This is an optimization exercise on Yosys and OpenROAD, whose aim is small area, a short achievable clock period and few clock cycles per item, not a production implementation.
At most, simulation tests tie the RTL to the original design; equivalence was not proved.

==> flow/design.v (excerpt) <==
module mult_div_unit
#(
   parameter int WIDTH = MD_WIDTH
) (
   input  logic             clk,
   input  logic             rst,
   input  logic             mult_en_e,
   input  logic             div_en_e,
   input  logic             unsigned_instr_e,
   input  logic             hi_write_e,
   input  logic             lo_write_e,
   input  logic [1:0]       hi_src_e,
   input  logic [1:0]       lo_src_e,
   input  logic [WIDTH-1:0] src_a_e,
   input  logic [WIDTH-1:0] src_b_e,
   output logic [WIDTH-1:0] hi_out,
   output logic [WIDTH-1:0] lo_out,
   output logic             busy,
   output logic             done
);
==> flow/config.mk <==
export PLATFORM = sky130hd
export DESIGN_NAME = mult_div_unit
export DESIGN_NICKNAME = mult_div_unit
export VERILOG_FILES = /design/flow/design.v
export SDC_FILE = /design/flow/constraint.sdc
export NUM_CORES = 4
export LEC_CHECK = 0
export CAP_MARGIN = 20
export CORE_MARGIN = 2
export CORE_UTILIZATION = 40
export SETUP_SLACK_MARGIN = 5
export SLEW_MARGIN = 20
==> flow/constraint.sdc <==
create_clock -name core_clock -period 11.0 [get_ports {clk}]
set_input_delay 2.2000 -clock core_clock [delete_from_list [all_inputs] [get_ports {clk}]]
set_output_delay 2.2000 -clock core_clock [all_outputs]
set_load 0.01 [all_outputs]
run.sh (not shown) runs the stock make flow with config.mk's settings and CLKGATE_MAP_FILE= SYNTH_SCRIPT=/design/flow/synth_recipe.tcl, a recipe that flattens the netlist after the stock synthesis.
The first run produced a clean layout.
Then changed:
--- a/flow/design.v
+++ b/flow/design.v
@@ -67,15 +67,14 @@
    logic             op_mulc_q, op_mulc_d;    
    logic             op_dpre_q, op_dpre_d;    
    logic             op_skip_q, op_skip_d;    
    logic             op_step_q, op_step_d;    
    logic             op_dcor_q, op_dcor_d;    
    logic             op_dnq_q,  op_dnq_d;     
    logic             op_dnr_q,  op_dnr_d;     
-   logic             op_fast_q, op_fast_d;    
    logic [WIDTH-1:0] hi_q, hi_d;
    logic [WIDTH-1:0] lo_q, lo_d;
    logic             busy_q, busy_d;
    logic             done_q, done_d;
    logic [WIDTH:0]   m_q, m_d;         
    logic             ext_q, ext_d;     
    logic [LW-1:0]    cnt_q, cnt_d;     
@@ -168,25 +167,24 @@
    logic [2:0]       bd0, bd1;
    logic             sh_a;
    function automatic logic is_short(input logic [WIDTH-1:0] v, input logic uns);
       is_short = uns ? ~|v[WIDTH-1:15] : (&v[WIDTH-1:15] | ~|v[WIDTH-1:15]);
    endfunction
    assign sh_a = is_short(src_a_e, unsigned_instr_e);
    assign idle = ~(op_mul_q | op_mulc_q | op_dpre_q | op_skip_q | op_step_q |
-                   op_dcor_q | op_dnq_q | op_dnr_q | op_fast_q);
+                   op_dcor_q | op_dnq_q | op_dnr_q);
    always_comb begin
       op_mul_d  = 1'b0;
       op_mulc_d = 1'b0;
       op_dpre_d = 1'b0;
       op_skip_d = 1'b0;
       op_step_d = 1'b0;
       op_dcor_d = 1'b0;
       op_dnq_d  = 1'b0;
       op_dnr_d  = 1'b0;
-      op_fast_d = 1'b0;
       hi_d   = hi_q;
       lo_d   = lo_q;
       busy_d = busy_q;
       done_d = 1'b0;
       m_d    = m_q;
       ext_d  = ext_q;
       cnt_d  = cnt_q;
@@ -204,15 +202,15 @@
       neg1_d = 1'b0;
       cin_d  = 1'b1;
       bd0 = booth(lo_q[5], lo_q[4], lo_q[3]);
       bd1 = booth(lo_q[7], lo_q[6], lo_q[5]);
       if (idle) begin
          if (mult_en_e || div_en_e) begin
             lo_d    = src_a_e;
-            hi_d    = '0;
+            hi_d    = mult_en_e ? '0 : src_a_e;
             ext_d   = 1'b0;
             m_d     = {~unsigned_instr_e & src_b_e[WIDTH-1], src_b_e};
             sa_d    = ~unsigned_instr_e & src_a_e[WIDTH-1];
             cf_d    = unsigned_instr_e & src_a_e[WIDTH-1];
             short_d = sh_a;
             cnt_d   = sh_a ? LW'(WIDTH / 8) : LW'(WIDTH / 4);
             busy_d  = 1'b1;
@@ -263,31 +261,28 @@
          done_d = 1'b1;
       end
       if (op_dpre_q) begin
          negq_d = (sa_q ^ sb) & ~div0;
          negr_d = sa_q;
          n_d    = nsteps[LW-1:0];
          cnt_d  = LW'(WIDTH);
-         if (sa_q) lo_d = sum[WIDTH-1:0];
          if (fast) begin
-            op_fast_d = 1'b1;
+            lo_d   = '0;
+            busy_d = 1'b0;
+            done_d = 1'b1;
          end else begin
+            hi_d = '0;
+            if (sa_q) lo_d = sum[WIDTH-1:0];
             if (nsteps <= (LW+1)'(WIDTH - SKIP)) op_skip_d = 1'b1;
             else                                 op_step_d = 1'b1;
             one0_d = 1'b1;
             neg0_d = ~sb;
             cin_d  = ~sb;
          end
       end
-      if (op_fast_q) begin
-         hi_d   = negr_q ? sum[WIDTH-1:0] : lo_q;
-         lo_d   = '0;
-         busy_d = 1'b0;
-         done_d = 1'b1;
-      end
       if (op_skip_q) begin
          {hi_d, lo_d} = {hi_q, lo_q} << SKIP;
          cnt_d = cnt_q - LW'(SKIP);
          if ({1'b0, cnt_q} >= ({1'b0, n_q} + (LW+1)'(2 * SKIP))) op_skip_d = 1'b1;
          else                                                   op_step_d = 1'b1;
          one0_d = 1'b1;
          neg0_d = ~sb;
@@ -352,29 +347,27 @@
          op_mulc_q <= 1'b0;
          op_dpre_q <= 1'b0;
          op_skip_q <= 1'b0;
          op_step_q <= 1'b0;
          op_dcor_q <= 1'b0;
          op_dnq_q  <= 1'b0;
          op_dnr_q  <= 1'b0;
-         op_fast_q <= 1'b0;
          hi_q      <= '0;
          lo_q      <= '0;
          busy_q    <= 1'b0;
          done_q    <= 1'b0;
       end else begin
          op_mul_q  <= op_mul_d;
          op_mulc_q <= op_mulc_d;
          op_dpre_q <= op_dpre_d;
          op_skip_q <= op_skip_d;
          op_step_q <= op_step_d;
          op_dcor_q <= op_dcor_d;
          op_dnq_q  <= op_dnq_d;
          op_dnr_q  <= op_dnr_d;
-         op_fast_q <= op_fast_d;
          hi_q      <= hi_d;
          lo_q      <= lo_d;
          busy_q    <= busy_d;
          done_q    <= done_d;
       end
    end
    always_ff @(posedge clk) begin
@@ -386,15 +379,15 @@
       cf_q   <= cf_d;
       short_q <= short_d;
       negq_q <= negq_d;
       negr_q <= negr_d;
    end
    logic [9:0] ctl_d;
    assign ctl_d = {one0_d, two0_d, neg0_d, one1_d, two1_d, neg1_d, cin_d,
-                   op_step_d, op_dpre_d | op_dnq_d | op_fast_d, op_dnr_d};
+                   op_step_d, op_dpre_d | op_dnq_d, op_dnr_d};
    always_ff @(posedge clk) begin
       for (int c = 0; c < 2; c++) begin
          {one0_r[c], two0_r[c], neg0_r[c], one1_r[c], two1_r[c], neg1_r[c], cin_r[c],
           xdiv_r[c], xnlo_r[c], xnhi_r[c]} <= ctl_d ^ {10{INV[c]}};
       end
    end
    always_ff @(posedge clk or posedge rst) begin
Register-to-register slack is worse by 0.17 ns.
Maximum frequency increases by about 4%.
Clock-buffer cell count is unchanged.
Final area decreases by about 5%.
Via count shrinks by 8.3%.
Area after synthesis went down by about 6.5%.
Routed wire length decreases by about 11%.
Utilization grows by 0.98 points.
Testbench counts after the change, summed over its fixed seeds: cycles 23,002, ops 2,400.
No functional check of the RTL was part of the first run of this note.

-- separate check: timing with driven ports --
Ports are ideal in the flow. The routed layouts listed here were re-timed in OpenROAD. Step 1 (the two cells are an assumption about what drives the block):
set clk [get_ports {clk}]
set_driving_cell -lib_cell sky130_fd_sc_hd__clkbuf_16 $clk
set_driving_cell -lib_cell sky130_fd_sc_hd__buf_2 [delete_from_list [all_inputs] $clk]
Step 2 also shifts input and output timing later by t, the mid clock arrival at the registers, as if the neighbouring blocks saw the same clock. Three values: ideal, step 1, step 2; two values: the first two.
| run | shift t [ns] | slack for setup (ns) | worst setup path at the end | latest minus earliest clock arrival (ns) | cell pins on the clock port's net |
|---|---|---|---|---|---|
| the first run | 0.526 | 5.503 / 5.533 / 5.007 | input to register | 0.027 / 0.027 | 1 |
| the second run | 0.510 | 5.722 / 5.753 / 5.242 | input to register | 0.014 / 0.015 | 1 |
After both steps setup and hold are still met in every run listed. The setup slack of the first run, which loses most, moves by +0.030 ns with the drivers and by -0.496 ns with both steps.
